From an optimization exercise on the open Yosys and OpenROAD flow, aimed at small area and a short achievable clock period; shortcuts taken in it are not production practice.
The RTL was checked by simulation tests, not by an equivalence proof against the original design.

$ cat flow/design.v
package fir_xifu_pkg;
  typedef enum logic [1:0] {
    OpNop   = 2'd0,
    OpLoad  = 2'd1,
    OpStore = 2'd2,
    OpDotp  = 2'd3
  } fir_op_e;
  typedef enum logic [2:0] {
    StIdle,
    StMac,
    StWaitCommit,
    StMem,
    StDone
  } fir_ex_state_e;
  localparam logic Mode16 = 1'b0;
  localparam logic Mode8  = 1'b1;
  typedef struct packed {
    logic [31:0] addr;
    logic        we;
  } mem_req_t;
  function automatic logic [31:0] post_inc(input logic [31:0] base, input logic [11:0] imm);
    post_inc = base + {{20{imm[11]}}, imm};
  endfunction
endpackage
module fir_xifu_simd_dotp #(
  parameter int unsigned XLEN = 32
) (
  input  logic [XLEN-1:0] a_i,
  input  logic [XLEN-1:0] b_i,
  input  logic [XLEN-1:0] c_i,
  input  logic            mode_i,
  input  logic            sat_i,
  output logic [XLEN-1:0] result_o
);
  localparam int unsigned AccW    = XLEN + 4;
  localparam int unsigned Lanes16 = XLEN / 16;
  localparam int unsigned Lanes8  = XLEN / 8;
  logic [AccW-1:0] acc;
  logic [31:0]     ea16, eb16, p16;
  logic [15:0]     ea8, eb8, p8;
  logic            ovf;
  always_comb begin
    acc  = {{4{c_i[XLEN-1]}}, c_i};
    ea16 = '0;
    eb16 = '0;
    p16  = '0;
    ea8  = '0;
    eb8  = '0;
    p8   = '0;
    if (mode_i == fir_xifu_pkg::Mode8) begin
      for (int unsigned i = 0; i < Lanes8; i++) begin
        ea8 = {{8{a_i[8*i+7]}}, a_i[8*i+:8]};
        eb8 = {{8{b_i[8*i+7]}}, b_i[8*i+:8]};
        p8  = ea8 * eb8;
        acc = acc + {{(AccW-16){p8[15]}}, p8};
      end
    end else begin
      for (int unsigned i = 0; i < Lanes16; i++) begin
        ea16 = {{16{a_i[16*i+15]}}, a_i[16*i+:16]};
        eb16 = {{16{b_i[16*i+15]}}, b_i[16*i+:16]};
        p16  = ea16 * eb16;
        acc  = acc + {{(AccW-32){p16[31]}}, p16};
      end
    end
  end
  assign ovf = ~(&acc[AccW-1:XLEN-1]) & (|acc[AccW-1:XLEN-1]);
  always_comb begin
    result_o = acc[XLEN-1:0];
    if (sat_i && ovf) begin
      result_o = acc[AccW-1] ? {1'b1, {(XLEN-1){1'b0}}} : {1'b0, {(XLEN-1){1'b1}}};
    end
  end
endmodule
module fir_xifu_ex_simd #(
  parameter int unsigned XLEN    = 32,
  parameter int unsigned MAC_LAT = 3,
  parameter int unsigned ID_W    = 4
) (
  input  logic            clk_i,
  input  logic            rst_i,
  input  logic            clear_i,
  input  logic            in_valid_i,
  output logic            in_ready_o,
  input  logic [1:0]      in_op_i,
  input  logic            in_mode_i,
  input  logic            in_sat_i,
  input  logic [ID_W-1:0] in_id_i,
  input  logic [4:0]      in_rd_i,
  input  logic [4:0]      in_rs1_i,
  input  logic [XLEN-1:0] in_base_i,
  input  logic [11:0]     in_imm_i,
  input  logic [4:0]      in_shamt_i,
  input  logic [XLEN-1:0] op_a_i,
  input  logic [XLEN-1:0] op_b_i,
  input  logic [XLEN-1:0] op_c_i,
  input  logic            commit_valid_i,
  input  logic [ID_W-1:0] commit_id_i,
  input  logic            commit_kill_i,
  input  logic            fwd_we_i,
  input  logic [4:0]      fwd_rd_i,
  input  logic [XLEN-1:0] fwd_result_i,
  output logic            mem_valid_o,
  input  logic            mem_ready_i,
  output logic [31:0]     mem_addr_o,
  output logic            mem_we_o,
  output logic [XLEN-1:0] mem_wdata_o,
  output logic [ID_W-1:0] mem_id_o,
  output logic            out_valid_o,
  input  logic            out_ready_i,
  output logic [1:0]      out_op_o,
  output logic [4:0]      out_rd_o,
  output logic [ID_W-1:0] out_id_o,
  output logic [XLEN-1:0] out_result_o,
  output logic [31:0]     out_next_addr_o
);
  localparam logic [1:0] MacCnt = (MAC_LAT > 1) ? 2'(MAC_LAT - 2) : 2'd0;
  fir_xifu_pkg::fir_ex_state_e   state_q;
  fir_xifu_pkg::fir_op_e         op_q;
  logic [4:0]      rd_q;
  logic [ID_W-1:0] id_q;
  fir_xifu_pkg::mem_req_t        req_q;
  logic [XLEN-1:0] wdata_q;
  logic [XLEN-1:0] result_q;
  logic [31:0]     next_addr_q;
  logic [1:0]      cnt_q;
  fir_xifu_pkg::fir_op_e         in_op;
  logic [XLEN-1:0] base_full;
  logic [31:0]     base;
  logic [XLEN-1:0] dotp_result;
  logic [XLEN-1:0] store_data;
  logic            accept_commit;
  logic            wait_hit;
  assign in_op         = fir_xifu_pkg::fir_op_e'(in_op_i);
  assign base_full     = (fwd_we_i && (fwd_rd_i == in_rs1_i)) ? fwd_result_i : in_base_i;
  assign base          = base_full[31:0];
  assign store_data    = $signed(op_c_i) >>> in_shamt_i;
  assign accept_commit = commit_valid_i && (commit_id_i == in_id_i) && !commit_kill_i;
  assign wait_hit      = commit_valid_i && (commit_id_i == id_q);
  fir_xifu_simd_dotp #(
    .XLEN(XLEN)
  ) u_dotp (
    .a_i     (op_a_i),
    .b_i     (op_b_i),
    .c_i     (op_c_i),
    .mode_i  (in_mode_i),
    .sat_i   (in_sat_i),
    .result_o(dotp_result)
  );
  always_ff @(posedge clk_i) begin
    if (rst_i || clear_i) begin
      state_q     <= fir_xifu_pkg::StIdle;
      op_q        <= fir_xifu_pkg::OpNop;
      rd_q        <= '0;
      id_q        <= '0;
      req_q       <= '0;
      wdata_q     <= '0;
      result_q    <= '0;
      next_addr_q <= '0;
      cnt_q       <= '0;
    end else begin
      unique case (state_q)
        fir_xifu_pkg::StIdle: begin
          if (in_valid_i) begin
            op_q        <= in_op;
            rd_q        <= in_rd_i;
            id_q        <= in_id_i;
            req_q.addr  <= base;
            req_q.we    <= (in_op == fir_xifu_pkg::OpStore);
            wdata_q     <= store_data;
            result_q    <= (in_op == fir_xifu_pkg::OpDotp) ? dotp_result : '0;
            next_addr_q <= ((in_op == fir_xifu_pkg::OpLoad) || (in_op == fir_xifu_pkg::OpStore)) ?
                           fir_xifu_pkg::post_inc(base, in_imm_i) : '0;
            cnt_q       <= MacCnt;
            unique case (in_op)
              fir_xifu_pkg::OpNop:   state_q <= fir_xifu_pkg::StDone;
              fir_xifu_pkg::OpDotp:  state_q <= (MAC_LAT > 1) ? fir_xifu_pkg::StMac : fir_xifu_pkg::StDone;
              fir_xifu_pkg::OpLoad:  state_q <= fir_xifu_pkg::StMem;
              fir_xifu_pkg::OpStore: state_q <= accept_commit ? fir_xifu_pkg::StMem : fir_xifu_pkg::StWaitCommit;
              default: state_q <= fir_xifu_pkg::StIdle;
            endcase
          end
        end
        fir_xifu_pkg::StMac: begin
          if (cnt_q == 2'd0) begin
            state_q <= fir_xifu_pkg::StDone;
          end else begin
            cnt_q <= cnt_q - 2'd1;
          end
        end
        fir_xifu_pkg::StWaitCommit: begin
          if (wait_hit) begin
            state_q <= commit_kill_i ? fir_xifu_pkg::StIdle : fir_xifu_pkg::StMem;
          end
        end
        fir_xifu_pkg::StMem: begin
          if (mem_ready_i) begin
            state_q <= fir_xifu_pkg::StDone;
          end
        end
        fir_xifu_pkg::StDone: begin
          if (out_ready_i) begin
            state_q <= fir_xifu_pkg::StIdle;
          end
        end
        default: state_q <= fir_xifu_pkg::StIdle;
      endcase
    end
  end
  always_comb begin
    in_ready_o      = (state_q == fir_xifu_pkg::StIdle);
    mem_valid_o     = 1'b0;
    mem_addr_o      = '0;
    mem_we_o        = 1'b0;
    mem_wdata_o     = '0;
    mem_id_o        = '0;
    out_valid_o     = 1'b0;
    out_op_o        = '0;
    out_rd_o        = '0;
    out_id_o        = '0;
    out_result_o    = '0;
    out_next_addr_o = '0;
    if (state_q == fir_xifu_pkg::StMem) begin
      mem_valid_o = 1'b1;
      mem_addr_o  = req_q.addr;
      mem_we_o    = req_q.we;
      mem_wdata_o = wdata_q;
      mem_id_o    = id_q;
    end
    if (state_q == fir_xifu_pkg::StDone) begin
      out_valid_o     = 1'b1;
      out_op_o        = op_q;
      out_rd_o        = rd_q;
      out_id_o        = id_q;
      out_result_o    = result_q;
      out_next_addr_o = next_addr_q;
    end
  end
endmodule
$ cat flow/run.sh
#!/bin/bash
# synth_recipe.tcl (not shown) runs the flow's synth.tcl, then flattens the netlist and writes it again
# the make line also repeats each setting of config.mk as NAME=value (left out here)
make -C /OpenROAD-flow-scripts/flow DESIGN_CONFIG=/design/flow/config.mk WORK_HOME=/design/flow/orfs CLKGATE_MAP_FILE= SYNTH_SCRIPT=/design/flow/synth_recipe.tcl finish
$ cat flow/config.mk
export PLATFORM = sky130hd
export DESIGN_NAME = fir_xifu_ex_simd
export DESIGN_NICKNAME = fir_xifu_ex_simd
export VERILOG_FILES = /design/flow/design.v
export SDC_FILE = /design/flow/constraint.sdc
export NUM_CORES = 4
export LEC_CHECK = 0
export CAP_MARGIN = 20
export CORE_MARGIN = 2
export CORE_UTILIZATION = 40
export SLEW_MARGIN = 20
$ cat flow/constraint.sdc
create_clock -name core_clock -period 12.5 [get_ports {clk_i}]
set_input_delay 2.5000 -clock core_clock [delete_from_list [all_inputs] [get_ports {clk_i}]]
set_output_delay 2.5000 -clock core_clock [all_outputs]
set_load 0.01 [all_outputs]
==> flow_summary.json <==
{
  "drive_gt1_share_pct": 5.122,
  "routed_wl_um": 140800,
  "top_layer_used": "met5",
  "die-height_um": 345.4,
  "portBuffers": 359,
  "gp_congestion": 0.9732,
  "cp_max_fo": 23,
  "io_pins": 360,
  "clock_skew_ns": 0.01694,
  "num_vias": 37640,
  "met1_length_um": 60830,
  "cts_hold_buf": 0,
  "clk_pin_slew_worst_paths_ns": 0.07,
  "worstPathRequired_ns": 12.81,
  "outcome": "no timing/DRC/antenna violations",
  "synth_top_area_share_pct": 37.49,
  "die_w_um": 345.4,
  "synth.cell_area_mm2": 0.04661,
  "hold_depth": 2,
  "start_util_pct": 40.22,
  "yosys_warnings": 2,
  "insertion_delay_ns": 0.45,
  "diodes": 0,
  "cts-buffers-inserted": 17,
  "fill_cells": 11390,
  "wl_met2_um": 69260,
  "viasPerCell": 5.113,
  "max_freq_mhz": 82.59,
  "cts-root-buf": "clkbuf_16",
  "final_net_count": 7353,
  "avgSynthCellArea_um2": 8.534,
  "rows": 125,
  "preCtsSetupSlack_ns": -0.04958,
  "period_minus_slack_ns": 12.11,
  "syn_inst": 5462,
  "r2r_cells": 8,
  "cap_violations": 0,
  "slew_headroom_pct": 31.66,
  "grt_pass1_wl_um": 225200,
  "cp-start-kind": "input port",
  "cts.htree.levels": 4,
  "final_cells": 7362,
  "path_common_cell": "fa_1",
  "final_core_util_pct": 46.04,
  "met3WireLength_um": 6887,
  "coreArea_mm2": 0.1159,
  "finalSetupTns_ns": 0,
  "cts_tree": "done",
  "critical_path_buf_inv_count": 7,
  "setup-violations-final": 0,
  "die_area_mm2": 0.1193,
  "grt_usage_pct": 23.98,
  "synth.distinct_cells": 80,
  "criticalPathCategory": "input port to flip-flop",
  "synthArstFlopShare_pct": 0,
  "holdCritPathClass": "flip-flop to flip-flop",
  "path_delay_family": "adder cells",
  "hpwl_um": 122700,
  "cts_setup_buffers": 0,
  "seq_area_frac_synth_pct": 6.228,
  "arrival_ns": 12.42,
  "drv_slew": 0,
  "crit_path_end_kind": "flip-flop",
  "finalHoldViolCount": 0,
  "clkSinkCount": 145,
  "tightest_slew_ns": 1.025,
  "wl_per_cell_um": 19.12,
  "dr.pass1.iters": 5,
  "grt.overflow.total": 0,
  "synth_nets": 6990,
  "synth.largest_area_cell": "fa_1",
  "grt_pass1_vias": 39610,
  "areaGrowthSynthToFinish_pct": 14.48,
  "synth_ff_type": "dfxtp_1",
  "rsz0062_at_grt": "false",
  "drt_iter0_drc": 2167,
  "antenna_found_initial": 5,
  "drc_errors": 0,
  "drtAntennaViolNets": 0,
  "dp.cells": 7330,
  "fin_ws_ns": 0.3916,
  "synth_seq_cells": 145,
  "ys_top_cells_by_area": "fa_1, ha_1, inv_1, dfxtp_1, and2_1",
  "layout_worst_path_cycle_share_pct": 96.87,
  "worstSetupPathDepth": 32,
  "grt_max_degree": 90,
  "max_stage_delay_ns": 0.78,
  "clock_path_buffers": 2,
  "synth_edf_count": 0,
  "cp_slowest_cell": "clkdlybuf4s50_1"
}
-- per-stage QoR --
step	area, um^2	hold WS (ns)
global route	53360	0.4712
CTS	53330	0.4470
global placement	52730	0.4332
finish	53360	0.4444
floorplan	46610	0.4167
detailed placement	52730	0.4375
-- cell usage in the layout (no fill, tap or decap), types with 144 or more instances in the layout --
cell             instances
dfxtp_1                144
inv_1                 1259
buf_4                  165
nor2_1                 296
nand2_1                465
clkdlybuf4s50_1        357
ha_1                   442
and2_1                 350
fa_1                   873
xnor2_1                152
a21oi_1                245
-- kinds of logic after synthesis --
logic type	after synthesis	share of synthesized area (%)
adders and majority gates	1315	49.36
muxes	77	2.121
DFF	145	6.228
xor gates and xnor gates	233	4.378
and+or+nand+nor	1456	15.26
buffers and inverters	1445	11.69
AOI/OAI and AO/OA	791	10.96
-- flip-flops by register name, indices dropped and copies added (netlist names) --
register / count
req_q: 33
cnt_q: 2
next_addr_q: 32
id_q: 4
wdata_q: 32
result_q: 32
op_q: 2
rd_q: 5
state_q: 3
-- routing by layer --
metal | vias up | track usage [%]
met3 | 154 | 2.711
met4 | 10 | 5.943
met5 | - | 0
met2 | 960 | 42.24
met1 | 18730 | 31.33
li1 | 17790 | -
-- cell usage after synthesis, drive strengths merged, types with 44 or more instances --
cell type     n
xnor2       152
and3        101
o21ai       146
xor2         81
a31oi        44
inv        1260
ha          442
nand2       467
nor3         73
clkbuf      162
a21oi       249
fa          873
and2        352
nor2        298
a21o         75
dfxtp       145
-- worst paths after layout --
kind | start | end | slack [ns]
hold / removal | result_q[14] | result_q[14] | 0.44
setup reg to reg | state_q[1] | wdata_q[18] | 9.27
setup / recovery | op_b_i[19] | result_q[22] | 0.39
hold reg to reg | result_q[14] | result_q[14] | 0.44
-- tightest hold or removal path, delay by kind of cell, from the launching register on --
kind,cells,cell delay (ns)
compound gates,1,0.05
flops,1,0.31
simple gates,1,0.05
-- area by class of cell --
class,instances,area (um^2),share of cell area [%]
clock buffer,18,439.2,0.8230
sequential,145,2904,5.442
timing repair buffer,527,4882,9.150
tap,1524,1907,3.574
multi-input combinational,3872,38320,71.82
inverter,1262,4737,8.878
clock inverter,14,168.9,0.3166
-- what timing repair did --
action                                  4_1_cts  5_1_grt
endpoints found under the hold margin         0        0
resized for setup                             0        5
endpoints found under the setup margin        0       31

-- static timing again, ports no longer ideal --
How much do the figures lean on ideal ports? The routed layout below was timed once more, with nothing changed but the port constraints.
Step 1, drivers: a clkbuf_16 drives clk_i and a buf_2 each remaining input, both assumed.
Step 2 also shifts input and output timing later by t, the mid clock arrival at the registers, as if the neighbouring blocks saw the same clock.
Three values: no drivers, after step 1, after step 2; two values: the first two.
t, ns: 0.488
setup slack, ns: 0.392 / 0.418 / -0.071
worst setup path after step 2: input to register
cell pins on the clock port's net: 1
With both steps, setup timing fails in this run, where it was met with ideal ports. For this run, drivers alone change the setup slack by +0.026 ns; drivers and shift together by -0.463 ns.
